This design comes from an exercise in tuning for small area, a short achievable clock period and few clock cycles per item on the open sky130 flow, not from production work.
Function was checked by simulation only, so behaviour that the tests miss may differ from the original.
Power is estimated from default activity; no workload was simulated.

**design/flow/config.mk**
```make
export PLATFORM = sky130hd
export DESIGN_NAME = bds_top
export DESIGN_NICKNAME = bds_top
export VERILOG_FILES = /design/flow/design.v
export SDC_FILE = /design/flow/constraint.sdc
export NUM_CORES = 4
export LEC_CHECK = 0
export CAP_MARGIN = 20
export CORE_MARGIN = 2
export CORE_UTILIZATION = 65
export SETUP_SLACK_MARGIN = 4.2
export SLEW_MARGIN = 20
```
**design/flow/constraint.sdc**
```tcl
create_clock -name core_clock -period 8.0 [get_ports {clk}]
set_input_delay 1.6000 -clock core_clock [delete_from_list [all_inputs] [get_ports {clk}]]
set_output_delay 1.6000 -clock core_clock [all_outputs]
set_load 0.01 [all_outputs]
```
**design/flow/design.v**
```verilog
`timescale 1ns / 1ps
package bds_pkg;
  localparam int SBR_WIDTH   = 13;
  localparam int MAX_RATIO   = 32;
  localparam int FIRST_RATIO = 4;
  localparam int CLK_W       = 28;
  localparam int BAUD_W      = 23;
  localparam int OSR_W       = 5;
  localparam int RATIO_W     = 6;
  localparam int DIV_W       = 16;
  localparam int QUO_W       = 28;
  localparam int CNT_W       = 5;
  localparam logic [DIV_W-1:0] DIV_SAT = {DIV_W{1'b1}};
  localparam logic [OSR_W-1:0] EDGE_LOW  = OSR_W'(3);
  localparam logic [OSR_W-1:0] EDGE_HIGH = OSR_W'(6);
  typedef struct packed {
    logic [CLK_W-1:0]  clock_hz;
    logic [BAUD_W-1:0] baud_wanted;
  } query_t;
  typedef struct packed {
    logic [OSR_W-1:0]     osr_field;
    logic [SBR_WIDTH-1:0] sbr_divisor;
    logic                 both_edge;
    logic [CLK_W-1:0]     rate_error;
    logic                 divisor_overflow;
  } result_t;
  typedef struct packed {
    logic             start;
    logic [QUO_W-1:0] dividend;
    logic [QUO_W-1:0] divisor;
  } div_req_t;
  typedef struct packed {
    logic             done;
    logic [QUO_W-1:0] quotient;
  } div_rsp_t;
endpackage
`timescale 1ns / 1ps
module bds_divider
(
  input  logic [7:0] nr1,      
  input  logic [7:0] nr2,      
  input  logic [7:0] nr3,      
  input  logic [4:0] rem_in,   
  input  logic [1:0] bits,     
  output logic [4:0] rem_out,
  output logic [1:0] quo
);
  logic [6:0] t;
  logic [8:0] d1, d2, d3;
  assign t  = {rem_in, bits};
  assign d1 = {2'b0, t} + {1'b0, nr1};
  assign d2 = {2'b0, t} + {1'b0, nr2};
  assign d3 = {2'b0, t} + {1'b0, nr3};
  always_comb begin
    if (d3[8]) begin
      quo     = 2'd3;
      rem_out = d3[4:0];
    end else if (d2[8]) begin
      quo     = 2'd2;
      rem_out = d2[4:0];
    end else if (d1[8]) begin
      quo     = 2'd1;
      rem_out = d1[4:0];
    end else begin
      quo     = 2'd0;
      rem_out = t[4:0];
    end
  end
endmodule
`timescale 1ns / 1ps
module baud_divisor_search
(
  input  logic    clk,
  input  logic    rst,
  input  logic    query_valid,
  output logic    query_stall,
  input  bds_pkg::query_t  query,
  output logic    result_valid,
  input  logic    result_stall,
  output bds_pkg::result_t result
);
  localparam logic [3:0] S_IDLE  = 4'd0;
  localparam logic [3:0] S_QDIV  = 4'd1;
  localparam logic [3:0] S_START = 4'd2;
  localparam logic [3:0] S_SEL   = 4'd3;
  localparam logic [3:0] S_CAND  = 4'd4;
  localparam logic [3:0] S_DIV   = 4'd5;
  localparam logic [3:0] S_ESUB  = 4'd6;
  localparam logic [3:0] S_CMP   = 4'd7;
  localparam logic [3:0] S_FIN   = 4'd8;
  localparam logic [3:0] S_FIN2  = 4'd9;
  localparam logic [3:0] S_FIN3  = 4'd10;
  localparam logic [3:0] S_FSCAN = 4'd11;
  localparam logic [3:0] S_ACC   = 4'd12;
  localparam logic [3:0] S_OUT   = 4'd13;
  localparam logic [1:0] K_NORM = 2'd0;   
  localparam logic [1:0] K_BUMP = 2'd1;   
  localparam logic [1:0] K_SAT  = 2'd2;   
  localparam logic [1:0] K_ZERO = 2'd3;   
  logic [3:0]  state;
  logic        qs;
  logic [22:0] rem;
  logic [27:0] quo;
  logic [22:0] dvs;
  logic [4:0]  cnt;
  logic [1:0]  kind;
  logic [4:0]  osr;        
  logic [4:0]  cm;         
  logic        cdf;        
  logic [20:0] qv;         
  logic        qbig;       
  logic [5:0]  sosr;       
  logic [4:0]  mrem;       
  logic [3:0]  grp;        
  logic [1:0]  gbits;      
  logic        dffff;      
  logic        lastv;      
  logic [4:0]  mlast;      
  logic        dlast;      
  logic [5:0]  mmin;       
  logic        pend;       
  logic [22:0] best_err;
  logic [4:0]  best_osr;
  logic [1:0]  best_kind;
  logic [27:0] qc;
  logic [22:0] qb;
  assign qc = query.clock_hz;
  assign qb = query.baud_wanted;
  logic        inv;
  logic        cin;        
  logic [23:0] trial;
  logic [24:0] diff;
  logic        fits;
  logic        skip;
  logic        last;
  logic [22:0] rem_step;
  logic [27:0] quo_step;
  logic [4:0]  cnt_step;
  logic [23:0] eval;
  assign inv   = (kind == K_BUMP) || (kind == K_ZERO);
  always_ff @(posedge clk) begin
    cin <= !(state == S_DIV && last && inv);
  end
  assign trial = {rem, quo[27]};
  assign diff  = {1'b0, trial} + {2'b11, ~dvs} + {24'b0, cin};
  assign fits  = !diff[24];
  assign skip  = (cnt >= 5'd4) && (rem[22:19] == 4'd0) && ({rem[18:0], quo[27:24]} < dvs);
  assign eval  = diff[23:0] ^ {24{inv}};
  always_comb begin
    if (skip) begin
      rem_step = {rem[18:0], quo[27:24]};
      quo_step = {quo[23:0], 4'b0};
      cnt_step = cnt - 5'd4;
      last     = (cnt == 5'd4);
    end else begin
      rem_step = fits ? diff[22:0] : trial[22:0];
      quo_step = {quo[26:0], fits};
      cnt_step = cnt - 5'd1;
      last     = (cnt == 5'd1);
    end
  end
  logic [3:0]  top;        
  logic [21:0] qpad;
  logic [1:0]  gtop;       
  logic [1:0]  gdec;       
  logic [4:0]  m_next;
  logic [1:0]  q2;
  logic        dffff_next;
  assign qpad = {1'b0, qv};
  always_comb begin
    top = 4'd0;
    for (int i = 1; i < 11; i++) begin
      if (|qpad[2*i +: 2]) top = 4'(i);
    end
    gtop = 2'b0;
    gdec = 2'b0;
    for (int i = 0; i < 11; i++) begin
      if (top == 4'(i)) gtop = qpad[2*i +: 2];
      if (grp == 4'(i + 1)) gdec = qpad[2*i +: 2];
    end
  end
  logic [7:0]  nr1, nr2, nr3;
  logic [5:0]  sosr_d;     
  logic        sosr_we;
  logic [5:0]  sr_next;    
  assign sr_next = sosr_d + 6'd1;
  assign nr1 = ~{3'b0, sosr[4:0]};
  assign nr2 = {nr1[6:0], 1'b0};
  always_ff @(posedge clk) begin
    if (sosr_we) nr3 <= 8'd0 - ({2'b0, sr_next} + {1'b0, sr_next, 1'b0});
  end
  bds_divider u_div (
    .nr1     (nr1),
    .nr2     (nr2),
    .nr3     (nr3),
    .rem_in  (mrem),
    .bits    (gbits),
    .rem_out (m_next),
    .quo     (q2)
  );
  assign dffff_next = (grp <= 4'd7) ? (dffff & (&q2)) : dffff;
  logic        sdh;        
  logic        dhi_next;
  logic        dlo2;       
  logic [1:0]  dlo4;       
  logic        dlh;        
  logic [4:0]  dll;        
  logic        clos;       
  assign dhi_next = sdh | ((grp >= 4'd3) ? (|q2) : (grp == 4'd2) ? q2[1] : 1'b0);
  logic        searching;   
  logic        sfin;        
  logic        srun;        
  logic        snew;        
  logic        sdone;       
  assign searching = (state == S_SEL) || (state == S_CAND) || (state == S_DIV) ||
                     (state == S_ESUB) || (state == S_CMP);
  assign sfin  = (mmin == 6'd0) || sosr[5] || ((qv[20:6] == 15'd0) && (qv[5:0] <= sosr));
  assign srun  = searching && !pend && !sfin && !snew;
  assign snew  = lastv && ({1'b0, mlast} < mmin);
  assign sdone = sfin && !lastv && !pend;
  logic        r4_norm;
  assign r4_norm = !qbig && (qv[20:18] == 3'd0) && (qv[17:2] != 16'd0);
  logic [6:0]  xadd;       
  logic [21:0] qsum;
  logic [5:0]  ratio;
  assign ratio = {1'b0, osr} + 6'd1;
  always_ff @(posedge clk) begin
    if (state == S_ESUB)     xadd <= {1'b0, ratio} - {2'b0, cm};
    else if (state == S_FIN) xadd <= {2'b0, best_osr} + 7'd1;
    else                     xadd <= 7'd0 - {2'b0, mlast};
  end
  assign qsum  = {1'b0, qv} + {{15{xadd[6]}}, xadd};
  logic        first;
  logic        lt;
  logic        ez;
  logic        go_bump;
  logic        is_sat;
  logic [4:0]  zosr;       
  logic        has_zero;
  assign first    = (osr == 5'd3) && (kind != K_BUMP);
  assign lt       = diff[24] || first;
  assign ez       = (trial == 24'd0);
  assign go_bump  = (kind == K_NORM) && lt && (osr != 5'd3) && !cdf && !ez && !clos;
  assign is_sat   = qbig || (qv[20:16] > osr);
  assign has_zero = (qv[20:5] == 16'd0);
  assign zosr     = (qv[4:0] < 5'd3) ? 5'd3 : qv[4:0];
  logic [3:0]  nxt_state;
  logic [1:0]  nxt_kind;
  logic        nxt_div;     
  always_comb begin
    nxt_state = S_SEL;
    nxt_kind  = K_SAT;
    nxt_div   = 1'b0;
    if (is_sat) begin
      nxt_state = S_DIV;
      nxt_div   = 1'b1;
    end else if (pend) begin
      nxt_state = S_CAND;
    end else if (sdone) begin
      if (has_zero) begin
        nxt_state = S_DIV;
        nxt_kind  = K_ZERO;
        nxt_div   = 1'b1;
      end else begin
        nxt_state = S_FIN;
      end
    end
  end
  always_ff @(posedge clk) begin
    if (rst) begin
      state        <= S_IDLE;
      qs           <= 1'b1;
      result_valid <= 1'b0;
    end else begin
      qs      <= 1'b1;
      case (state)
        S_IDLE: begin
          if (query_valid) state <= S_QDIV;
        end
        S_QDIV: begin
          if (last) state <= S_START;
        end
        S_START: state <= S_SEL;
        S_SEL: begin
          state <= nxt_state;
        end
        S_CAND: state <= S_DIV;
        S_DIV: begin
          if (last) state <= S_ESUB;
        end
        S_ESUB: state <= S_CMP;
        S_CMP: begin
          if ((ez && kind != K_BUMP) || kind == K_ZERO) begin
            state <= S_FIN;
          end else if (go_bump) begin
            state <= S_DIV;
          end else if (kind == K_SAT && osr == 5'd31) begin
            state <= S_FIN;
          end else if (kind != K_SAT && pend) begin
            state <= S_CAND;
          end else begin
            state <= S_SEL;
          end
        end
        S_FIN: begin
          if (best_kind == K_SAT || best_kind == K_ZERO) begin
            state <= S_ACC;
            qs    <= 1'b0;
          end else if (best_kind == K_BUMP) begin
            state <= S_FIN2;
          end else begin
            state <= S_FSCAN;
          end
        end
        S_FIN2:  state <= S_FIN3;
        S_FIN3:  state <= S_FSCAN;
        S_FSCAN: begin
          if (grp == 4'd0) begin
            state <= S_ACC;
            qs    <= 1'b0;
          end
        end
        S_ACC: begin
          state        <= S_OUT;
          result_valid <= 1'b1;
        end
        S_OUT: begin
          if (!result_stall) begin
            state        <= S_IDLE;
            result_valid <= 1'b0;
          end
        end
        default: state <= S_IDLE;
      endcase
    end
  end
  always_ff @(posedge clk) begin
    case (state)
      S_IDLE: begin
        quo <= qc;
        rem <= '0;
        dvs <= qb;
        cnt <= 5'd28;
        osr <= 5'd3;
      end
      S_QDIV: begin
        rem <= rem_step;
        quo <= quo_step;
        cnt <= cnt_step;
        if (last) begin
          qv   <= quo_step[20:0];
          qbig <= |quo_step[27:21];
        end
      end
      S_SEL: begin
        quo  <= qc;
        rem  <= '0;
        cnt  <= 5'd28;
        kind <= nxt_kind;
        if (nxt_kind == K_ZERO) begin
          osr <= zosr;
          dvs <= {17'b0, {1'b0, zosr} + 6'd1};
        end else begin
          dvs <= {2'b0, osr, 11'h7FF, ~osr};
        end
      end
      S_CAND: begin
        osr  <= sosr[4:0] - 5'd1;
        cm   <= mlast;
        cdf  <= dlast;
        clos <= ({mlast, 1'b0} + 6'd3 <= sosr) && (dlh || (dll > mlast));
        dvs  <= {1'b0, qsum};
        quo  <= qc;
        rem  <= '0;
        cnt  <= 5'd28;
        kind <= K_NORM;
      end
      S_DIV: begin
        cnt <= cnt_step;
        if (last) begin
          dvs     <= qb;
          rem     <= quo_step[23:1];
          quo[27] <= quo_step[0];
        end else begin
          rem <= rem_step;
          quo <= quo_step;
        end
      end
      S_ESUB: begin
        dvs     <= best_err;
        rem     <= eval[23:1];
        quo[27] <= eval[0];
      end
      S_CMP: begin
        if (lt || (ez && kind != K_BUMP)) begin
          best_err  <= trial[22:0];
          best_kind <= kind;
          if (kind != K_BUMP) best_osr <= osr;
        end
        dvs  <= {1'b0, qsum};
        quo  <= qc;
        rem  <= '0;
        cnt  <= 5'd28;
        kind <= K_BUMP;
        if (kind == K_SAT) osr <= osr + 5'd1;
      end
      S_FIN: begin
        osr <= best_osr;
        cm  <= '0;
        quo <= '0;
        if (best_kind == K_SAT)  quo <= 28'd65535;
        if (best_kind == K_ZERO) quo <= 28'd1;
      end
      S_FIN2: begin
        qv <= qsum[20:0];
      end
      S_FSCAN: begin
        quo <= {quo[25:0], q2};
      end
      default: begin
      end
    endcase
  end
  always_comb begin
    sosr_we = 1'b1;
    if (state == S_START) begin
      if (r4_norm)   sosr_d = 6'd4;
      else if (qbig) sosr_d = 6'd32;
      else           sosr_d = (qv[20:16] < 5'd3) ? 6'd3 : {1'b0, qv[20:16]};
    end else if (state == S_FIN || state == S_FIN3) begin
      sosr_d = {1'b0, best_osr};
    end else begin
      sosr_d  = sosr + 6'd1;
      sosr_we = searching && srun && (grp == 4'd0);
    end
  end
  always_ff @(posedge clk) begin
    if (sosr_we) sosr <= sosr_d;
  end
  always_ff @(posedge clk) begin
    if (state == S_START) begin
      mrem  <= '0;
      grp   <= top;
      gbits <= gtop;
      dffff <= (top >= 4'd7);
      sdh   <= 1'b0;
      dlo2  <= 1'b0;
      dlo4  <= 2'b0;
      mmin  <= 6'd32;
      pend  <= 1'b0;
      if (r4_norm) begin
        lastv <= 1'b1;
        mlast <= {3'b0, qv[1:0]};
        dlast <= (qv[17:2] == 16'hFFFF);
        dlh   <= |qv[20:7];
        dll   <= qv[6:2];
      end else begin
        lastv <= 1'b0;
      end
    end else if (state == S_FIN || state == S_FIN3) begin
      mrem  <= '0;
      grp   <= top;
      gbits <= gtop;
      lastv <= 1'b0;
      pend  <= 1'b0;
    end else if (state == S_FSCAN) begin
      mrem  <= m_next;
      grp   <= grp - 4'd1;
      gbits <= gdec;
    end else if (searching) begin
      if (state == S_CAND) pend <= 1'b0;
      if (snew) begin
        pend <= 1'b1;
        mmin <= {1'b0, mlast};
      end
      lastv <= 1'b0;
      if (srun) begin
        if (grp == 4'd0) begin
          lastv <= 1'b1;
          mlast <= m_next;
          dlast <= dffff_next;
          dlh   <= dhi_next;
          dll   <= {dlo2, dlo4, q2};
          sdh   <= 1'b0;
          dlo2  <= 1'b0;
          dlo4  <= 2'b0;
          mrem  <= '0;
          grp   <= top;
          gbits <= gtop;
          dffff <= (top >= 4'd7);
        end else begin
          mrem  <= m_next;
          grp   <= grp - 4'd1;
          gbits <= gdec;
          dffff <= dffff_next;
          sdh   <= dhi_next;
          if (grp == 4'd1) dlo4 <= q2;
          if (grp == 4'd2) dlo2 <= q2[0];
        end
      end
    end
  end
  assign query_stall = qs;
  always_comb begin
    result.osr_field        = best_osr;
    result.sbr_divisor      = quo[bds_pkg::SBR_WIDTH-1:0];
    result.both_edge        = (best_osr >= bds_pkg::EDGE_LOW) && (best_osr <= bds_pkg::EDGE_HIGH);
    result.rate_error       = {5'b0, best_err};
    result.divisor_overflow = |quo[15:bds_pkg::SBR_WIDTH];
  end
endmodule
`timescale 1ns / 1ps
module bds_top
(
  input  logic        clk,
  input  logic        rst,
  input  logic        query_valid,
  output logic        query_stall,
  input  logic [27:0] query_clock_hz,
  input  logic [22:0] query_baud_wanted,
  output logic        result_valid,
  input  logic        result_stall,
  output logic [4:0]  result_osr_field,
  output logic [12:0] result_sbr_divisor,
  output logic        result_both_edge,
  output logic [27:0] result_rate_error,
  output logic        result_divisor_overflow
);
  bds_pkg::query_t  query;
  bds_pkg::result_t result;
  assign query.clock_hz    = query_clock_hz;
  assign query.baud_wanted = query_baud_wanted;
  baud_divisor_search u_search (
    .clk          (clk),
    .rst          (rst),
    .query_valid  (query_valid),
    .query_stall  (query_stall),
    .query        (query),
    .result_valid (result_valid),
    .result_stall (result_stall),
    .result       (result)
  );
  assign result_osr_field        = result.osr_field;
  assign result_sbr_divisor      = result.sbr_divisor;
  assign result_both_edge        = result.both_edge;
  assign result_rate_error       = result.rate_error;
  assign result_divisor_overflow = result.divisor_overflow;
endmodule
```
**design/flow/run.sh**
```bash
#!/bin/bash
# synth_recipe.tcl (not shown) runs the flow's synth.tcl, then flattens the netlist and writes it again
# the make line also repeats each setting of config.mk as NAME=value (left out here)
make -C /OpenROAD-flow-scripts/flow DESIGN_CONFIG=/design/flow/config.mk WORK_HOME=/design/flow/orfs CLKGATE_MAP_FILE= SYNTH_SCRIPT=/design/flow/synth_recipe.tcl finish
```
==> metrics.cfg, run 1 <==
[outcome]
status=no timing/DRC/antenna violations

[cells_and_area]
final_cell_mix=179 x edfxtp_1, 151 x nor2_1, 137 x ha_1
num-nets-final=2064
layout_commonest_cell=edfxtp_1
instances_no_fill=2207
area_growth_pct=16.5
drive_gt1_frac=0.108
fin_area_sq_um=19100

[clocking]
clk_path_buf_depth=3
insertion_delay_ns=0.55
cts_hold_buf=0
cts_tree=yes
numClockSinks=209
cts-root-buf=clkbuf_16
htree_levels=1
path_clk_slew_ns=0.06
cts_buffers=25

[synthesis]
synth.cell_area_sq_um=16400
synth_seq_cells=209
synth_ff_type=edfxtp_1
yosysUniqueCellTypes=90
seq_area_frac_synth=0.364
synthCells=1763
synth_edf_count=179
yosys_warnings=2
async_flop_share=0
synth.avg_cell_area_sq_um=9.32

[global_route]
grt_remaining_overflow=0
grt_pass1_vias=14400
grt_pass1_wl_mm=84.6
track_usage=0.417
antenna_found_initial=1
grt_start_max_net_pins=45

[sta]
final_hold_viol_count=0
rsz0062_at_grt=true
clock_skew_ns=0.0238
slew_viol_final=0
maxSlewHeadroom=0.331
setup_tns_ns=0
fin_crit_ns=4.12
layout_setup_ws_ns=3.88
post-route-period-util=0.515
setup_violations=0
max_freq_ghz=0.243
worst_slew_pin_slew_ns=1.00

[power]
leakagePower_nw=7.60
power.density_nw_per_um2=363
peakVddDrop_mv=0.536
total_power_mw=6.95

[die]
die_h_microns=163
rows=58
start_util=0.658
die_area_sq_um=26600
design.portCount=105
die_w_microns=163
core_sq_um=25000

[routing]
remaining_drc_errors=0
met1_length_mm=20.9
route.met3.wl_mm=7.14
detail-route-antenna-nets=0
routedWlPerCell_microns=25.8
drt_first_pass_iters=7
met2_length_mm=25.6
avgViaCountPerCell=7.03
finalWirelength_mm=56.9
drt_iter0_markers=2016
dr.max_layer_used=met4
vias=15500

[placed_design]
dp_hpwl_mm=41.2
postPlaceCellArea_sq_um=17600
dpl.cell_count=2119
port_buffers=99
gp_congestion=1.02
pre_cts_ws_ns=3.50

[critical_path]
crit_family=simple AND/OR/NAND/NOR gates
critical_path_class=reg -> reg
worst_ep_arrival_time_ns=4.38
slowest_stage=or4_4
crit_path_end_kind=flop
crit_required_ns=8.26
start_kind=flop
cpMostUsedCell=ha_4
path_max_fanout=5
crit_buf_inv=1
rrSetupSlack_ns=3.88
r2r_end=u_search.nr3[7]$_DFFE_PP_
max_stage_delay_ns=0.58
ff2ff_path_depth=14
r2r_start=u_search.qv[10]$_DFFE_PP_
crit_path_cell_trace=or4_4, nor2_4, a41oi_4, a211o_2, a21oi_4, ha_4, xor2_4, inv_2, ha_4, ha_4, or4b_4, a41o_1, and3b_1, mux2i_1

[run]
max-cap-violations=0

[worst_hold_path]
hold_end=u_search.cdf$_DFFE_PP_
hp-start=u_search.dlast$_DFFE_PP_
hold_depth=0
hold_class=reg -> reg

sequential cells by signal (all words and copies together) (netlist names), 7 cells and up:
| signal | cells |
|---|---|
| u_search.nr3 | 8 |
| u_search.xadd | 7 |
| u_search.best_err | 23 |
| u_search.rem | 23 |
| u_search.qv | 21 |
| u_search.dvs | 23 |
| u_search.quo | 28 |
per-layer routing:
metal  vias to the layer above  global-route usage
met3                       222              0.0693
met1                      7300               0.553
met5                         -                   0
met2                      1200               0.667
met4                         0               0.198
li1                       6786                   -
stage by stage:
step / hold WS [ns] / util
after global placement: 0.412 / 0.707
after CTS: 0.455 / 0.756
after detailed placement: 0.434 / 0.707
after global routing: 0.466 / 0.767
final: 0.458 / 0.767
after floorplan: 0.400 / -
worst register-to-register path, stage by stage (launching register included):
cell and delay, ns:
edfxtp_1 0.41, or4_4 0.58, nor2_4 0.16, a41oi_4 0.15
a211o_2 0.35, a21oi_4 0.22, ha_4 0.23, xor2_4 0.16
inv_2 0.08, ha_4 0.22, ha_4 0.28, or4b_4 0.47
a41o_1 0.22, and3b_1 0.19, mux2i_1 0.13
timing repair:
action | in CTS | in global routing
endpoints found under the setup margin | 125 | 136
pin swaps | 18 | 12
buffers inserted | 29 | 9
endpoints found under the hold margin | 0 | 0
cloned | 2 | 1
resized for setup | 33 | 38
cells by family after synthesis:
| kind of cell | Yosys count | synth area share |
|---|---|---|
| compound gates | 511 | 0.209 |
| xor+xnor | 105 | 0.0576 |
| fa+ha+maj | 152 | 0.119 |
| buf+inv | 204 | 0.0547 |
| flops | 209 | 0.364 |
| mux | 75 | 0.0474 |
| other cells | 1 | 0.000228 |
| simple gates | 506 | 0.148 |
where the power goes:
part / internal (mW) / total, mW / switching (mW)
Combinational: 1.56 / 3.79 / 2.23
Clock: 0.735 / 1.22 / 0.487
Sequential: 1.60 / 1.93 / 0.326
Yosys cell counts, types with 9 or more instances:
master / number / area (sq um)
nor2b_1: 20 / 125
or2_2: 12 / 75.1
dfxtp_1: 30 / 601
ha_1: 144 / 1800
buf_4: 19 / 143
o221ai_1: 31 / 272
a211o_1: 15 / 131
xnor2_1: 75 / 657
a211oi_1: 24 / 180
o211ai_1: 12 / 90.1
clkbuf_1: 58 / 218
o21ai_0: 99 / 495
o21a_1: 27 / 203
and3_1: 13 / 81.3
a221oi_1: 23 / 201
xor2_1: 28 / 245
nand4_1: 14 / 87.6
nor3_1: 31 / 155
o22ai_1: 11 / 68.8
nand2_1: 132 / 495
inv_1: 105 / 394
edfxtp_1: 179 / 5380
a31oi_1: 17 / 106
nand3_1: 42 / 210
nand2b_1: 17 / 106
o31ai_1: 11 / 82.6
a222oi_1: 13 / 130
mux2i_1: 65 / 651
a22oi_1: 17 / 128
a21oi_1: 128 / 641
and2_1: 10 / 62.6
nor2_1: 158 / 593
or3_1: 9 / 56.3
a21o_1: 23 / 173
nor4_1: 18 / 113
worst max-delay path by stage:
stage                                   startpoint                         to  slack (ns)  cells past startpoint
floorplan                u_search.qv[14]$_DFFE_PP_  u_search.nr3[7]$_DFFE_PP_        4.07                     14
global placement    u_search.state[0]$_SDFFE_PP0P_  u_search.nr3[7]$_DFFE_PP_        3.57                     14
detailed placement  u_search.state[0]$_SDFFE_PP0P_  u_search.nr3[7]$_DFFE_PP_        3.50                     14
CTS                      u_search.qv[13]$_DFFE_PP_  u_search.nr3[7]$_DFFE_PP_        3.97                     14
global route             u_search.qv[10]$_DFFE_PP_  u_search.nr3[7]$_DFFE_PP_        3.84                     14
finish                   u_search.qv[10]$_DFFE_PP_  u_search.nr3[7]$_DFFE_PP_        3.88                     14
layout make-up:
class                      count  area, sq um
multi-input combinational   1357         9990
sequential                   209         5980
fill                        1754         5820
timing repair buffer         157         1490
clock buffer                  34          689
tap                          330          413
inverter                     107          404
clock inverter                12          176
antenna                        1         2.50
Testbench counts, summed over its fixed seeds: cycles 20,735, queries 256.
==> run 2, diff against run 1 <==
--- a/design/flow/design.v
+++ b/design/flow/design.v
@@ -67,6 +67,41 @@
     end
   end
 endmodule
+module bds_add #(parameter int W = 25)   
+(
+  input  logic [W-1:0] a,
+  input  logic [W-1:0] b,
+  input  logic         ci,
+  output logic [W-1:0] s,
+  output logic         co
+);
+  localparam int L = 5;   
+  logic [W:0] g [L+1];
+  logic [W:0] p [L+1];
+  always_comb begin
+    g[0][0] = ci;
+    p[0][0] = 1'b0;
+    for (int i = 0; i < W; i++) begin
+      g[0][i + 1] = a[i] & b[i];
+      p[0][i + 1] = a[i] ^ b[i];
+    end
+    for (int l = 0; l < L; l++) begin
+      for (int i = 0; i <= W; i++) begin
+        if (((i >> l) & 1) == 1) begin
+          g[l + 1][i] = g[l][i] | (p[l][i] & g[l][((i >> l) << l) - 1]);
+          p[l + 1][i] = p[l][i] & p[l][((i >> l) << l) - 1];
+        end else begin
+          g[l + 1][i] = g[l][i];
+          p[l + 1][i] = p[l][i];
+        end
+      end
+    end
+    for (int i = 0; i < W; i++) begin
+      s[i] = p[0][i + 1] ^ g[L][i];
+    end
+    co = g[L][W];
+  end
+endmodule
 `timescale 1ns / 1ps
 module baud_divisor_search
 (
@@ -128,6 +163,7 @@
   assign qb = query.baud_wanted;
   logic        inv;
   logic        cin;        
+  logic [23:0] eval;
   logic [23:0] trial;
   logic [24:0] diff;
   logic        fits;
@@ -136,16 +172,22 @@
   logic [22:0] rem_step;
   logic [27:0] quo_step;
   logic [4:0]  cnt_step;
-  logic [23:0] eval;
   assign inv   = (kind == K_BUMP) || (kind == K_ZERO);
   always_ff @(posedge clk) begin
     cin <= !(state == S_DIV && last && inv);
   end
   assign trial = {rem, quo[27]};
-  assign diff  = {1'b0, trial} + {2'b11, ~dvs} + {24'b0, cin};
+  assign eval  = diff[23:0] ^ {24{inv}};
+  logic        dco;
+  bds_add #(.W(25)) u_sub (
+    .a  ({1'b0, trial}),
+    .b  ({2'b11, ~dvs}),
+    .ci (cin),
+    .s  (diff),
+    .co (dco)
+  );
   assign fits  = !diff[24];
   assign skip  = (cnt >= 5'd4) && (rem[22:19] == 4'd0) && ({rem[18:0], quo[27:24]} < dvs);
-  assign eval  = diff[23:0] ^ {24{inv}};
   always_comb begin
     if (skip) begin
       rem_step = {rem[18:0], quo[27:24]};
@@ -162,6 +204,8 @@
   logic [3:0]  top;        
   logic [21:0] qpad;
   logic [1:0]  gtop;       
+  logic [1:0]  gtop1;      
+  logic [1:0]  gtop2;      
   logic [1:0]  gdec;       
   logic [4:0]  m_next;
   logic [1:0]  q2;
@@ -172,22 +216,26 @@
     for (int i = 1; i < 11; i++) begin
       if (|qpad[2*i +: 2]) top = 4'(i);
     end
-    gtop = 2'b0;
-    gdec = 2'b0;
+    gtop  = 2'b0;
+    gtop1 = 2'b0;
+    gtop2 = 2'b0;
+    gdec  = 2'b0;
     for (int i = 0; i < 11; i++) begin
       if (top == 4'(i)) gtop = qpad[2*i +: 2];
+      if (top == 4'(i + 1)) gtop1 = qpad[2*i +: 2];
+      if (top == 4'(i + 2)) gtop2 = qpad[2*i +: 2];
       if (grp == 4'(i + 1)) gdec = qpad[2*i +: 2];
     end
   end
   logic [7:0]  nr1, nr2, nr3;
   logic [5:0]  sosr_d;     
   logic        sosr_we;
-  logic [5:0]  sr_next;    
-  assign sr_next = sosr_d + 6'd1;
+  logic [5:0]  sosr_st;    
+  logic [7:0]  nr3_d;
   assign nr1 = ~{3'b0, sosr[4:0]};
   assign nr2 = {nr1[6:0], 1'b0};
   always_ff @(posedge clk) begin
-    if (sosr_we) nr3 <= 8'd0 - ({2'b0, sr_next} + {1'b0, sr_next, 1'b0});
+    if (sosr_we) nr3 <= nr3_d;
   end
   bds_divider u_div (
     .nr1     (nr1),
@@ -199,6 +247,30 @@
     .quo     (q2)
   );
   assign dffff_next = (grp <= 4'd7) ? (dffff & (&q2)) : dffff;
+  logic        pre2;
+  logic [4:0]  mrem_init;
+  logic [3:0]  grp_init;
+  logic [1:0]  gbits_init;
+  logic        dffff_init;
+  always_comb begin
+    pre2 = (sosr_d >= 6'd15) && (top >= 4'd2);
+    if (top == 4'd0) begin
+      mrem_init  = 5'd0;
+      grp_init   = 4'd0;
+      gbits_init = gtop;
+      dffff_init = 1'b0;
+    end else if (pre2) begin
+      mrem_init  = {1'b0, gtop, gtop1};
+      grp_init   = top - 4'd2;
+      gbits_init = gtop2;
+      dffff_init = (top >= 4'd9);
+    end else begin
+      mrem_init  = {3'b0, gtop};
+      grp_init   = top - 4'd1;
+      gbits_init = gtop1;
+      dffff_init = (top >= 4'd8);
+    end
+  end
   logic        sdh;        
   logic        dhi_next;
   logic        dlo2;       
@@ -424,9 +496,7 @@
   always_comb begin
     sosr_we = 1'b1;
     if (state == S_START) begin
-      if (r4_norm)   sosr_d = 6'd4;
-      else if (qbig) sosr_d = 6'd32;
-      else           sosr_d = (qv[20:16] < 5'd3) ? 6'd3 : {1'b0, qv[20:16]};
+      sosr_d = sosr_st;
     end else if (state == S_FIN || state == S_FIN3) begin
       sosr_d = {1'b0, best_osr};
     end else begin
@@ -437,12 +507,21 @@
   always_ff @(posedge clk) begin
     if (sosr_we) sosr <= sosr_d;
   end
+  always_comb begin
+    if (r4_norm)   sosr_st = 6'd4;
+    else if (qbig) sosr_st = 6'd32;
+    else           sosr_st = (qv[20:16] < 5'd3) ? 6'd3 : {1'b0, qv[20:16]};
+    if (state == S_START || state == S_FIN || state == S_FIN3)
+      nr3_d = ~({2'b0, sosr_d} + {1'b0, sosr_d, 1'b0} + 8'd2);
+    else
+      nr3_d = nr3 - 8'd3;
+  end
   always_ff @(posedge clk) begin
     if (state == S_START) begin
-      mrem  <= '0;
-      grp   <= top;
-      gbits <= gtop;
-      dffff <= (top >= 4'd7);
+      mrem  <= mrem_init;
+      grp   <= grp_init;
+      gbits <= gbits_init;
+      dffff <= dffff_init;
       sdh   <= 1'b0;
       dlo2  <= 1'b0;
       dlo4  <= 2'b0;
@@ -458,9 +537,9 @@
         lastv <= 1'b0;
       end
     end else if (state == S_FIN || state == S_FIN3) begin
-      mrem  <= '0;
-      grp   <= top;
-      gbits <= gtop;
+      mrem  <= mrem_init;
+      grp   <= grp_init;
+      gbits <= gbits_init;
       lastv <= 1'b0;
       pend  <= 1'b0;
     end else if (state == S_FSCAN) begin
@@ -484,10 +563,10 @@
           sdh   <= 1'b0;
           dlo2  <= 1'b0;
           dlo4  <= 2'b0;
-          mrem  <= '0;
-          grp   <= top;
-          gbits <= gtop;
-          dffff <= (top >= 4'd7);
+          mrem  <= mrem_init;
+          grp   <= grp_init;
+          gbits <= gbits_init;
+          dffff <= dffff_init;
         end else begin
           mrem  <= m_next;
           grp   <= grp - 4'd1;
--- a/design/flow/config.mk
+++ b/design/flow/config.mk
@@ -7,6 +7,6 @@
 export LEC_CHECK = 0
 export CAP_MARGIN = 20
 export CORE_MARGIN = 2
-export CORE_UTILIZATION = 65
-export SETUP_SLACK_MARGIN = 4.2
+export CORE_UTILIZATION = 50
+export SETUP_SLACK_MARGIN = 5.0
 export SLEW_MARGIN = 20
==> run 2 against run 1 <==
Against the previous run: area after synthesis increased by 2.8%; total power increased by 13%; register-to-register slack improved by 0.61 ns; non-clock buffer count increased by 249; largest cell class unchanged; routed wire length increased by 25%; critical endpoint is now u_search.rem[15]$_DFFE_PP_; clock-buffer cell count increased by 8; global-route usage decreased by 3.5 points; utilization decreased by 5.7 points; cell count increased by 21%; maximum frequency increased by 17%; sequential power decreased by 8%; sequential share of layout area decreased by 5.7 points.
==> metrics.cfg, run 2 <==
[cells_and_area]
seq_area_sq_um=6040  ; was 5980 sq um
area_growth_pct=40.3  ; was 16.5%
drive_gt1_frac=0.294  ; was 0.108
instances_no_fill=2660  ; was 2,207
layout_commonest_cell=buf_4  ; was edfxtp_1
final_cell_mix=221 x buf_4, 184 x edfxtp_1, 155 x nand2_1  ; was 179 x edfxtp_1, 151 x nor2_1, 137 x ha_1
regMostFlops=u_search.quo  ; unchanged
fin_util=0.710  ; was 0.767
antenna-diode-count=0  ; was 1
num-nets-final=2408  ; was 2,064
fillers=2572  ; was 1,754
largest_reg_flops=28  ; unchanged
multi_input_comb_area_sq_um=11700  ; was 9990 sq um

[sta]
rsz0062_at_grt=true  ; unchanged
maxSlewHeadroom=0.263  ; was 0.331
clock_skew_ns=0.0312  ; was 0.0238 ns
worst_slew_pin_slew_ns=1.10  ; was 1.00 ns
setup_violations=0  ; unchanged
final_hold_viol_count=0  ; unchanged
fin_crit_ns=3.51  ; was 4.12 ns
post-route-period-util=0.438  ; was 0.515
slew_viol_final=0  ; unchanged
setup_tns_ns=0  ; unchanged
max_freq_ghz=0.285  ; was 0.243 GHz

[run]
max-cap-violations=0  ; unchanged

[synthesis]
synth.avg_cell_area_sq_um=9.08  ; was 9.32 sq um
synthAdderAreaFrac=0.125  ; was 0.119
synth_seq_cells=209  ; unchanged
synth.cell_area_sq_um=16900  ; was 16,400 sq um
synth-xor-area-share=0.0519  ; was 0.0576
ys_top_cells_by_area=edfxtp_1 33%, ha_1 11%, a21oi_1 4.8%, nand2_1 3.9%, xnor2_1 3.8%  ; was edfxtp_1 33%, ha_1 11%, xnor2_1 4.0%, mux2i_1 4.0%, a21oi_1 3.9%
synth_top_family_by_area=compound AO/OA/AOI/OAI gates  ; unchanged
seq_area_frac_synth=0.357  ; was 0.364
synthCells=1859  ; was 1,763
synth_ff_type=edfxtp_1  ; unchanged
yosys.cell_count.top_type=edfxtp_1  ; unchanged
synth_compound_area_frac=0.226  ; was 0.209
synthMuxAreaShare=0.0380  ; was 0.0474
synth.largest_area_cell=edfxtp_1  ; unchanged
yosys.area_share.simple=0.147  ; was 0.148
synthTopCellsByCount=184 x edfxtp_1, 174 x nand2_1, 164 x nor2_1  ; was 179 x edfxtp_1, 158 x nor2_1, 144 x ha_1
async_flop_share=0  ; unchanged
yosys.area.top_type_share=0.327  ; about the same
yosysUniqueCellTypes=90  ; unchanged
yosys_warnings=5  ; was 2
synth_edf_count=184  ; was 179

[routing]
detail-route-antenna-nets=0  ; unchanged
drt_iter0_markers=1895  ; was 2,016
drt_first_pass_iters=8  ; was 7
remaining_drc_errors=0  ; unchanged
avgViaCountPerCell=6.53  ; was 7.03
finalWirelength_mm=70.9  ; was 56.9 mm
routedWlPerCell_microns=26.7  ; was 25.8 microns
vias=17400  ; was 15,500

[outcome]
status=no timing/DRC/antenna violations  ; unchanged

[clocking]
insertion_delay_ns=0.57  ; was 0.55 ns
htree_levels=1  ; unchanged
cts-root-buf=clkbuf_16  ; unchanged
cts_tree=yes  ; unchanged
numClockSinks=209  ; unchanged
path_clk_slew_ns=0.06  ; about the same
cts_buffers=27  ; was 25
clk_path_buf_depth=3  ; unchanged
cts_hold_buf=0  ; unchanged

[power]
power.density_nw_per_um2=330  ; was 363 nW/um^2
peakVddDrop_mv=0.348  ; was 0.536 mV
leakagePower_nw=9.50  ; was 7.60 nW

[placed_design]
port_buffers=99  ; unchanged
dpl.cell_count=2326  ; was 2,119
gp_congestion=0.973  ; was 1.02
dp_hpwl_mm=45.6  ; was 41.2 mm

[die]
rows=67  ; was 58
die_w_microns=188  ; was 163 microns
die_area_sq_um=35300  ; was 26,600 sq um
start_util=0.506  ; was 0.658
core_sq_um=33400  ; was 25,000 sq um
design.portCount=105  ; unchanged
die_h_microns=188  ; was 163 microns

[critical_path]
crit_path_end_kind=flop  ; unchanged
start_kind=flop  ; unchanged
critical_path_class=reg -> reg  ; unchanged
rrSetupSlack_ns=4.49  ; was 3.88 ns
r2r_start=u_search.rem[16]$_DFFE_PP_  ; was u_search.qv[10]$_DFFE_PP_
path_max_fanout=5  ; unchanged
r2r_end=u_search.rem[15]$_DFFE_PP_  ; was u_search.nr3[7]$_DFFE_PP_
ff2ff_path_depth=14  ; unchanged
crit_required_ns=8.31  ; was 8.26 ns
worst_ep_arrival_time_ns=3.82  ; was 4.38 ns

[worst_hold_path]
hold_end=u_search.cdf$_DFFE_PP_  ; unchanged
hold_depth=0  ; unchanged
hp-start=u_search.dlast$_DFFE_PP_  ; unchanged
hold_class=reg -> reg  ; unchanged

[global_route]
grt_pass1_vias=16500  ; was 14,400
grt_pass1_wl_mm=102  ; was 84.6 mm
grt_remaining_overflow=0  ; unchanged
antenna_found_initial=3  ; was 1
track_usage=0.382  ; was 0.417
grt_start_max_net_pins=43  ; was 45

## run 2: changes by cell type after synthesis, moves of 7 or more
cell | previous run | this run
a221oi_1 | 23 | 30
a211o_1 | 15 | 2
a21oi_1 | 128 | 161
clkbuf_1 | 58 | 79
o21ai_0 | 99 | 111
o211ai_1 | 12 | 29
o221ai_1 | 31 | 10
nand2_1 | 132 | 174
o221ai_2 | 0 | 10
mux2i_1 | 65 | 57
## run 2: what timing repair did
action / in CTS / in global routing
cloned: 10 / 6
setup buffers: 174 / 94
endpoints found under the setup margin: 324 / 276
pin swaps: 89 / 97
resized for setup: 326 / 202
## run 2: routing by layer
metal  routed length [microns]  vias to the layer above  global-route usage
li1                          -                     7598                   -
met5                        10                        -                   0
met4                      5730                        2               0.257
met1                     26300                     8450               0.470
met2                     32600                     1040               0.622
met3                      6270                      283              0.0571
## run 2: cells by family (layout without fill, tap and decap cells)
group / after synthesis / count (layout)
simple gates: 539 / 540
other cells: 1 / 5
xor+xnor: 100 / 100
fa+ha+maj: 162 / 162
buf+inv: 219 / 566
compound gates: 567 / 568
mux: 62 / 62
flops: 209 / 209
## run 2: cell type report
cell class,instances,share of cell area
multi-input cells,1437,0.496
flip-flops and latches,209,0.255
repair buffers,406,0.167
clock buffers,42,0.0334
well taps,448,0.0237
inverters,108,0.0185
clock inverters,8,0.00507
repair inverters,2,0.00153
## run 2: worst max-delay path by stage
stage | start | endpoint | depth (start not counted)
final | u_search.rem[16]$_DFFE_PP_ | u_search.rem[15]$_DFFE_PP_ | 14
after global routing | u_search.rem[16]$_DFFE_PP_ | u_search.rem[15]$_DFFE_PP_ | 14
after CTS | u_search.rem[16]$_DFFE_PP_ | u_search.rem[15]$_DFFE_PP_ | 13
after detailed placement | u_search.state[1]$_SDFFE_PP0P_ | u_search.gbits[0]$_DFFE_PP_ | 12
after global placement | u_search.state[1]$_SDFFE_PP0P_ | u_search.nr3[6]$_DFFE_PP_ | 16
after floorplan | u_search.rem[17]$_DFFE_PP_ | u_search.quo[0]$_DFFE_PP_ | 11
## run 2: report_power, final
group | leakage, nW | switching, mW | internal [mW] | total (mW)
Combinational | 7.05 | 2.49 | 2.28 | 4.77
Clock | 0.443 | 0.513 | 0.774 | 1.29
Sequential | 2.01 | 0.253 | 1.51 | 1.77
## run 2: critical path, stage by stage, from the launching register on
cell       delay, ns
edfxtp_1        0.47
ha_4            0.31
and4_4          0.23
o211ai_1        0.10
a21oi_2         0.19
nand4_1         0.19
o211ai_4        0.32
mux2_4          0.36
nor2_4          0.20
buf_6           0.14
o22ai_4         0.11
buf_12          0.20
inv_16          0.06
a2111oi_2       0.04
a311o_1         0.30
## run 2: through the flow
stage | power, mW | setup WS (ns) | hold WS [ns] | instance area, sq um
2_1_floorplan | 3.77 | 4.71 | 0.400 | 17000
3_3_place_gp | 4.65 | 3.81 | 0.419 | 18300
3_5_place_dp | 4.69 | 3.69 | 0.411 | 18300
4_1_cts | 7.02 | 4.68 | 0.438 | 21900
5_1_grt | 8.13 | 4.47 | 0.451 | 23700
6_report | 7.82 | 4.49 | 0.439 | 23700
Testbench counts of run 2, summed over its fixed seeds: cycles 18,835, queries 256.
==> run 3, diff against run 2 <==
--- a/design/flow/config.mk
+++ b/design/flow/config.mk
@@ -8,5 +8,5 @@
 export CAP_MARGIN = 20
 export CORE_MARGIN = 2
 export CORE_UTILIZATION = 50
-export SETUP_SLACK_MARGIN = 5.0
+export SETUP_SLACK_MARGIN = 4.5
 export SLEW_MARGIN = 20
==> run 3 against run 2 <==
Against the previous run: non-clock buffer count shrank 177; sequential power is essentially flat; flip-flop and latch count is the same; largest power group unchanged; clock skew shrank 0.015 ns; sequential share of layout area grew 4.0 points; clock power shrank 13%; global-route usage shrank 2.8 points; largest cell class unchanged; total power shrank 20%; critical path type unchanged; area after synthesis is the same; maximum frequency shrank 2.6%; cell area shrank 14%.
==> metrics.cfg, run 3 <==
[global_route]
grt_remaining_overflow=0  ; unchanged
grt_pass1_vias=15300  ; was 16,500
grt_start_max_net_pins=43  ; unchanged
grt_pass1_wl_mm=95.1  ; was 102 mm
track_usage=0.353  ; was 0.382
antenna_found_initial=1  ; was 3

[cells_and_area]
fillers=2891  ; was 2,572
final_cell_mix=184 x edfxtp_1, 168 x nand2_1, 154 x nor2_1  ; was 221 x buf_4, 184 x edfxtp_1, 155 x nand2_1
layout_commonest_cell=edfxtp_1  ; was buf_4
seq_area_sq_um=6030  ; was 6040 sq um
multi_input_comb_area_sq_um=10500  ; was 11,700 sq um
drive_gt1_frac=0.151  ; was 0.294
largest_reg_flops=28  ; unchanged
area_growth_pct=21.3  ; was 40.3%
num-nets-final=2231  ; was 2,408
fin_area_sq_um=20500  ; was 23,700 sq um
regMostFlops=u_search.quo  ; unchanged
antenna-diode-count=0  ; unchanged

[routing]
vias=16100  ; was 17,400
remaining_drc_errors=0  ; unchanged
drt_first_pass_iters=8  ; unchanged
drt_iter0_markers=2163  ; was 1,895
avgViaCountPerCell=6.49  ; was 6.53
finalWirelength_mm=64.0  ; was 70.9 mm
routedWlPerCell_microns=25.8  ; was 26.7 microns
detail-route-antenna-nets=0  ; unchanged

[sta]
slew_viol_final=0  ; unchanged
maxSlewHeadroom=0.371  ; was 0.263
final_hold_viol_count=0  ; unchanged
rsz0062_at_grt=true  ; unchanged
layout_setup_ws_ns=4.40  ; was 4.49 ns
post-route-period-util=0.450  ; was 0.438
fin_crit_ns=3.60  ; was 3.51 ns
setup_tns_ns=0  ; unchanged
setup_violations=0  ; unchanged
max_freq_ghz=0.278  ; was 0.285 GHz
clock_skew_ns=0.0157  ; was 0.0312 ns
worst_slew_pin_slew_ns=0.941  ; was 1.10 ns

[die]
die_h_microns=188  ; unchanged
die_w_microns=188  ; unchanged
rows=67  ; unchanged
core_sq_um=33400  ; unchanged
start_util=0.506  ; unchanged
die_area_sq_um=35300  ; unchanged
design.portCount=105  ; unchanged

[placed_design]
dp_hpwl_mm=45.1  ; was 45.6 mm
pre_cts_ws_ns=3.55  ; was 3.69 ns
postPlaceCellArea_sq_um=18200  ; was 18,300 sq um
port_buffers=99  ; unchanged
gp_congestion=0.982  ; was 0.973

[worst_hold_path]
hold_end=u_search.cdf$_DFFE_PP_  ; unchanged
hold_class=reg -> reg  ; unchanged
hold_depth=0  ; unchanged
hp-start=u_search.dlast$_DFFE_PP_  ; unchanged

[synthesis]
synth_top_family_by_area=compound AO/OA/AOI/OAI gates  ; unchanged
async_flop_share=0  ; unchanged
yosysUniqueCellTypes=90  ; unchanged
ys_top_cells_by_area=edfxtp_1 33%, ha_1 11%, a21oi_1 4.8%, nand2_1 3.9%, xnor2_1 3.8%  ; unchanged
synth.cell_area_sq_um=16900  ; unchanged
synthTopCellsByCount=184 x edfxtp_1, 174 x nand2_1, 164 x nor2_1  ; unchanged
seq_area_frac_synth=0.357  ; unchanged
synth.avg_cell_area_sq_um=9.08  ; unchanged
yosys.area.top_type_share=0.327  ; unchanged
synth.largest_area_cell=edfxtp_1  ; unchanged
yosys.area_share.simple=0.147  ; unchanged
synth_edf_count=184  ; unchanged
synth-xor-area-share=0.0519  ; unchanged
yosys.cell_count.top_type=edfxtp_1  ; unchanged
yosys_warnings=5  ; unchanged
synth_compound_area_frac=0.226  ; unchanged
synthMuxAreaShare=0.0380  ; unchanged
synth_ff_type=edfxtp_1  ; unchanged
synth_seq_cells=209  ; unchanged
synthCells=1859  ; unchanged
synthAdderAreaFrac=0.125  ; unchanged

[critical_path]
r2r_start=u_search.qv[1]$_DFFE_PP_  ; was u_search.rem[16]$_DFFE_PP_
rrSetupSlack_ns=4.40  ; was 4.49 ns
crit_required_ns=8.26  ; was 8.31 ns
crit_path_end_kind=flop  ; unchanged
worst_ep_arrival_time_ns=3.86  ; was 3.82 ns
critical_path_class=reg -> reg  ; unchanged
start_kind=flop  ; unchanged
r2r_end=u_search.dvs[2]$_DFFE_PP_  ; was u_search.rem[15]$_DFFE_PP_
path_max_fanout=3  ; was 5
ff2ff_path_depth=13  ; was 14

[power]
p_int_mw=3.57  ; was 4.57 mW
combPwrFrac=0.536  ; was 0.609
p_switching_mw=2.71  ; was 3.25 mW
leakagePower_nw=8.09  ; was 9.50 nW
peakVddDrop_mv=0.258  ; was 0.348 mV
pwr-share-clk=0.178  ; was 0.164
switching_share=0.431  ; was 0.416
power.density_nw_per_um2=307  ; was 330 nW/um^2
seq_power_share=0.286  ; was 0.226

[clocking]
insertion_delay_ns=0.55  ; was 0.57 ns
cts_tree=yes  ; unchanged
cts-root-buf=clkbuf_16  ; unchanged
clk_path_buf_depth=3  ; unchanged
cts_buffers=26  ; was 27
numClockSinks=209  ; unchanged
cts_hold_buf=0  ; unchanged
path_clk_slew_ns=0.06  ; about the same
htree_levels=1  ; unchanged

[run]
max-cap-violations=0  ; unchanged

[outcome]
status=no timing/DRC/antenna violations  ; unchanged

[run 3: cell counts after synthesis]
Identical to the previous run, type by type.
[run 3: routing by layer]
| metal | up-vias | global-route usage | share of wire |
|---|---|---|---|
| met2 | 888 | 0.558 | 0.45 |
| li1 | 7215 | - | - |
| met1 | 7783 | 0.468 | 0.40 |
| met5 | - | 0 | 0 |
| met4 | 0 | 0.202 | 0.070 |
| met3 | 211 | 0.0470 | 0.084 |
[run 3: cells by family after synthesis]
| kind of cell | after synthesis |
|---|---|
| and+or+nand+nor | 539 |
| muxes | 62 |
| other | 1 |
| buffers and inverters | 219 |
| AOI/OAI and AO/OA | 567 |
| DFF | 209 |
| adders and majority gates | 162 |
| xor gates and xnor gates | 100 |
[run 3: per-stage QoR]
step / utilization / hold WS, ns / power [mW] / std cells
global placement: 0.546 / 0.430 / 4.62 / 2327
CTS: 0.594 / 0.447 / 6.09 / 2437
detailed placement: 0.546 / 0.417 / 4.65 / 2327
floorplan: - / 0.400 / 3.74 / 1863
global route: 0.614 / 0.464 / 6.60 / 2482
finish: 0.614 / 0.445 / 6.28 / 2482
[run 3: cell type report]
class | instances | share of cell area
clock inverter | 11 | 0.00269
sequential | 209 | 0.295
timing repair inverter | 1 | 0.000305
timing repair buffer | 229 | 0.104
clock buffer | 37 | 0.0358
tap | 448 | 0.0274
multi-input combinational | 1439 | 0.515
inverter | 108 | 0.0203
[run 3: worst max-delay path, stage by stage (launching register included)]
cell and delay (ns):
edfxtp_1 0.47, buf_4 0.20, ha_4 0.23, nor2b_1 0.12, o21a_1 0.16, o21a_1 0.18
o21bai_1 0.18, a21oi_2 0.11, a2111oi_4 0.42, nand2_2 0.15, buf_6 0.15, mux2i_1 0.13
a222oi_1 0.69, a21oi_1 0.13
[run 3: power groups by stage]
| stage | Sequential (mW) | Clock, mW | Combinational (mW) |
|---|---|---|---|
| finish | 1.80 | 1.12 | 3.37 |
| detailed placement | 1.82 | 0 | 2.83 |
| global route | 1.82 | 1.17 | 3.61 |
| global placement | 1.81 | 0 | 2.80 |
| CTS | 1.80 | 1.13 | 3.16 |
| floorplan | 1.68 | 0 | 2.06 |
[run 3: worst max-delay path by stage]
stage | startpoint | end | slack, ns
after floorplan | u_search.rem[0]$_DFFE_PP_ | u_search.best_osr[0]$_DFFE_PP_ | 4.52
after global placement | u_search.rem[6]$_DFFE_PP_ | u_search.rem[7]$_DFFE_PP_ | 3.61
after detailed placement | u_search.rem[6]$_DFFE_PP_ | u_search.rem[15]$_DFFE_PP_ | 3.55
after CTS | u_search.rem[4]$_DFFE_PP_ | u_search.rem[22]$_DFFE_PP_ | 4.46
after global routing | u_search.sosr[1]$_DFFE_PP_ | u_search.dvs[0]$_DFFE_PP_ | 4.37
final | u_search.qv[1]$_DFFE_PP_ | u_search.dvs[2]$_DFFE_PP_ | 4.40
[run 3: what timing repair did]
| action | CTS | global route |
|---|---|---|
| gates cloned | 5 | 2 |
| gates resized for setup | 65 | 75 |
| setup buffers | 57 | 42 |
| pin swaps | 12 | 30 |
| setup endpoints to repair | 184 | 145 |
==> run 4, diff against run 3 <==
--- a/design/flow/design.v
+++ b/design/flow/design.v
@@ -292,6 +292,10 @@
   assign sdone = sfin && !lastv && !pend;
   logic        r4_norm;
   assign r4_norm = !qbig && (qv[20:18] == 3'd0) && (qv[17:2] != 16'd0);
+  logic        exact4;
+  assign exact4 = r4_norm && (qv[1:0] == 2'd0) && (rem < {2'b0, qv});
+  logic        fin4;
+  assign fin4 = (best_kind == K_NORM) && (best_osr == 5'd3);
   logic [6:0]  xadd;       
   logic [21:0] qsum;
   logic [5:0]  ratio;
@@ -352,7 +356,7 @@
         S_QDIV: begin
           if (last) state <= S_START;
         end
-        S_START: state <= S_SEL;
+        S_START: state <= exact4 ? S_FIN : S_SEL;
         S_SEL: begin
           state <= nxt_state;
         end
@@ -375,7 +379,7 @@
           end
         end
         S_FIN: begin
-          if (best_kind == K_SAT || best_kind == K_ZERO) begin
+          if (best_kind == K_SAT || best_kind == K_ZERO || fin4) begin
             state <= S_ACC;
             qs    <= 1'b0;
           end else if (best_kind == K_BUMP) begin
@@ -463,6 +467,13 @@
         rem     <= eval[23:1];
         quo[27] <= eval[0];
       end
+      S_START: begin
+        if (exact4) begin
+          best_err  <= '0;
+          best_kind <= K_NORM;
+          best_osr  <= 5'd3;
+        end
+      end
       S_CMP: begin
         if (lt || (ez && kind != K_BUMP)) begin
           best_err  <= trial[22:0];
@@ -482,6 +493,7 @@
         quo <= '0;
         if (best_kind == K_SAT)  quo <= 28'd65535;
         if (best_kind == K_ZERO) quo <= 28'd1;
+        if (fin4)                quo <= {9'b0, qv[20:2]};
       end
       S_FIN2: begin
         qv <= qsum[20:0];
==> run 4 against run 3 <==
Against the previous run: cell count up 7.5%; clock-buffer cell count down 2; global-route usage up 4.5 points; die area up 5.2%; cell area up 10%; still clean on timing, DRC and antenna.
==> metrics.cfg, run 4 <==
[outcome]
status=no timing/DRC/antenna violations  ; unchanged

[routing]
vias=17800  ; was 16,100
avgViaCountPerCell=6.66  ; was 6.49
drt_iter0_markers=2237  ; was 2,163
detail-route-antenna-nets=0  ; unchanged
finalWirelength_mm=75.8  ; was 64.0 mm
routedWlPerCell_microns=28.4  ; was 25.8 microns
drt_first_pass_iters=9  ; was 8
remaining_drc_errors=0  ; unchanged

[synthesis]
synth.largest_area_cell=edfxtp_1  ; unchanged
synth.avg_cell_area_sq_um=9.01  ; was 9.08 sq um
yosys.cell_count.top_type=edfxtp_1  ; unchanged
ys_top_cells_by_area=edfxtp_1 31%, ha_1 12%, a21oi_1 3.8%, o21ai_0 3.7%, xnor2_1 3.6%  ; was edfxtp_1 33%, ha_1 11%, a21oi_1 4.8%, nand2_1 3.9%, xnor2_1 3.8%
synth_seq_cells=209  ; unchanged
synth_edf_count=184  ; unchanged
synth_ff_type=edfxtp_1  ; unchanged
async_flop_share=0  ; unchanged
seq_area_frac_synth=0.339  ; was 0.357
yosys.area.top_type_share=0.311  ; was 0.327
synth.cell_area_sq_um=17800  ; was 16,900 sq um
yosysUniqueCellTypes=92  ; was 90
yosys_warnings=5  ; unchanged
synthTopCellsByCount=184 x edfxtp_1, 170 x ha_1, 170 x nor2_1  ; was 184 x edfxtp_1, 174 x nand2_1, 164 x nor2_1
synthCells=1972  ; was 1,859

[clocking]
insertion_delay_ns=0.56  ; was 0.55 ns
numClockSinks=209  ; unchanged
clk_path_buf_depth=3  ; unchanged
cts-root-buf=clkbuf_16  ; unchanged
htree_levels=1  ; unchanged
cts_hold_buf=0  ; unchanged
cts_tree=yes  ; unchanged
path_clk_slew_ns=0.06  ; about the same
cts_buffers=26  ; unchanged

[sta]
post-route-period-util=0.456  ; was 0.450
maxSlewHeadroom=0.216  ; was 0.371
fin_crit_ns=3.65  ; was 3.60 ns
worst_slew_pin_slew_ns=1.17  ; was 0.941 ns
final_hold_viol_count=0  ; unchanged
rsz0062_at_grt=true  ; unchanged
setup_violations=0  ; unchanged
holdWs_ns=0.432  ; was 0.445 ns
setup_tns_ns=0  ; unchanged
max_freq_ghz=0.274  ; was 0.278 GHz
clock_skew_ns=0.0196  ; was 0.0157 ns
slew_viol_final=0  ; unchanged

[global_route]
antenna_found_initial=1  ; unchanged
grt_remaining_overflow=0  ; unchanged
grt_pass1_wl_mm=108  ; was 95.1 mm
grt_pass1_vias=16700  ; was 15,300
track_usage=0.398  ; was 0.353
grt_start_max_net_pins=44  ; was 43

[critical_path]
crit_path_cell_trace=or4_4, nor2_4, a41oi_4, or2_4, o21ai_4, o221a_4, ha_1, ha_4, inv_2, fa_2, inv_1, a21o_1, a21oi_2, xnor2_1, a21oi_1  ; was buf_4, ha_4, nor2b_1, o21a_1, o21a_1, o21bai_1, a21oi_2, a2111oi_4, nand2_2, buf_6, mux2i_1, a222oi_1, a21oi_1
path_max_fanout=3  ; unchanged
crit_path_end_kind=flop  ; unchanged
start_kind=flop  ; unchanged
rrSetupSlack_ns=4.35  ; was 4.40 ns
r2r_start=u_search.qv[14]$_DFFE_PP_  ; was u_search.qv[1]$_DFFE_PP_
slowest_stage=or4_4  ; was a222oi_1
crit_required_ns=8.29  ; was 8.26 ns
max_stage_delay_ns=0.61  ; was 0.69 ns
worst_ep_arrival_time_ns=3.94  ; was 3.86 ns
critical_path_class=reg -> reg  ; unchanged
startpoint=u_search.qv[14]$_DFFE_PP_  ; was u_search.qv[1]$_DFFE_PP_

[cells_and_area]
largest_reg_flops=28  ; unchanged
instances_no_fill=2667  ; was 2,482
area_growth_pct=26.8  ; was 21.3%
fin_area_sq_um=22500  ; was 20,500 sq um
final_cell_mix=184 x edfxtp_1, 166 x buf_4, 165 x ha_1  ; was 184 x edfxtp_1, 168 x nand2_1, 154 x nor2_1
drive_gt1_frac=0.196  ; was 0.151
num-nets-final=2423  ; was 2,231
regMostFlops=u_search.quo  ; unchanged
layout_commonest_cell=edfxtp_1  ; unchanged
antenna-diode-count=0  ; unchanged

[placed_design]
gp_congestion=1.03  ; was 0.982
dp_hpwl_mm=52.1  ; was 45.1 mm
postPlaceCellArea_sq_um=19100  ; was 18,200 sq um
port_buffers=99  ; unchanged
dpl.cell_count=2450  ; was 2,327

[power]
peakVddDrop_mv=0.304  ; was 0.258 mV
power.density_nw_per_um2=380  ; was 307 nW/um^2
leakagePower_nw=9.00  ; was 8.09 nW

[die]
die_area_sq_um=37100  ; was 35,300 sq um
design.portCount=105  ; unchanged
core_sq_um=35300  ; was 33,400 sq um
die_w_microns=193  ; was 188 microns
die_h_microns=193  ; was 188 microns
rows=69  ; was 67
start_util=0.503  ; was 0.506

[worst_hold_path]
hp-start=u_search.dlast$_DFFE_PP_  ; unchanged
hold_class=reg -> reg  ; unchanged

[run]
max-cap-violations=0  ; unchanged

[run 4: worst paths after layout]
kind	to	cells after the start
worst max register to register	u_search.nr3[6]$_DFFE_PP_	15
worst min register to register	u_search.cdf$_DFFE_PP_	0
worst min-delay path	u_search.cdf$_DFFE_PP_	0
worst max-delay path	u_search.nr3[6]$_DFFE_PP_	15
[run 4: per-stage QoR]
stage	power, mW	utilization	setup slack, ns
global route	8.94	0.638	4.32
finish	8.56	0.638	4.35
floorplan	4.81	-	4.46
global placement	6.18	0.542	3.29
detailed placement	6.20	0.542	3.26
CTS	7.97	0.604	4.43
[run 4: per-layer routing]
layer / up-vias / share of wire / track usage
li1: 7799 / - / -
met1: 8516 / 0.38 / 0.508
met2: 1149 / 0.44 / 0.623
met3: 296 / 0.10 / 0.0922
met4: 0 / 0.069 / 0.217
met5: - / 0 / 0
[run 4: where the power goes]
| group | switching, mW | total (mW) | internal [mW] |
|---|---|---|---|
| clock | 0.511 | 1.26 | 0.747 |
| combinational | 2.99 | 5.15 | 2.16 |
| sequential | 0.437 | 2.15 | 1.71 |
[run 4: kinds of logic after synthesis]
logic type,count (synthesis),synth area share
buffers and inverters,237,0.0582
AO/OA/AOI/OAI,590,0.221
other,1,0.000211
flip-flops,209,0.339
adder cells (fa/ha/maj),182,0.133
multiplexers,58,0.0337
AND/OR/NAND/NOR,590,0.163
XOR/XNOR,105,0.0517
[run 4: final cells by class]
type / instances / area [sq um]
inverters: 117 / 457
well taps: 461 / 577
clock inverters: 13 / 160
flip-flops and latches: 209 / 6040
multi-input cells: 1539 / 11900
clock buffers: 35 / 736
repair buffers: 293 / 2720
fillers: 2963 / 12800
[run 4: worst max-delay path: cells and delay by family (launching register included)]
family / cells / cell delay (ns)
simple gates: 3 / 1.08
compound gates: 6 / 0.91
fa+ha+maj: 3 / 0.65
flops: 1 / 0.51
xor+xnor: 1 / 0.13
buf+inv: 2 / 0.09
[run 4: timing repair]
| item | 4_1_cts | 5_1_grt |
|---|---|---|
| pin swaps | 32 | 39 |
| cloned | 7 | 8 |
| gates resized for setup | 122 | 115 |
| setup buffers | 83 | 71 |
| setup endpoints to repair | 263 | 193 |
Testbench counts of run 4, summed over its fixed seeds: cycles 17,169, queries 256.

-- separate check: timing with driven ports --
How much do the figures lean on ideal ports? The routed layouts below were timed once more, with nothing changed but the port constraints. Step 1: set_driving_cell puts a clkbuf_16 on clk and a buf_2 on each other input, an assumption about the parent block. Step 2 also shifts input and output timing later by t, the mid clock arrival at the registers, as if the neighbouring blocks saw the same clock. Three values: ideal ports, drivers, drivers and shift; two values: the first two.
run	shift t [ns]	setup slack, ns	cell pins on the clock port's net
run 1	0.587	3.883 / 3.883 / 3.883	1
run 2	0.613	4.494 / 4.494 / 4.494	1
run 3	0.592	4.399 / 4.399 / 4.399	1
run 4	0.603	4.354 / 4.354 / 4.354	1
After both steps setup and hold are still met in every run listed.
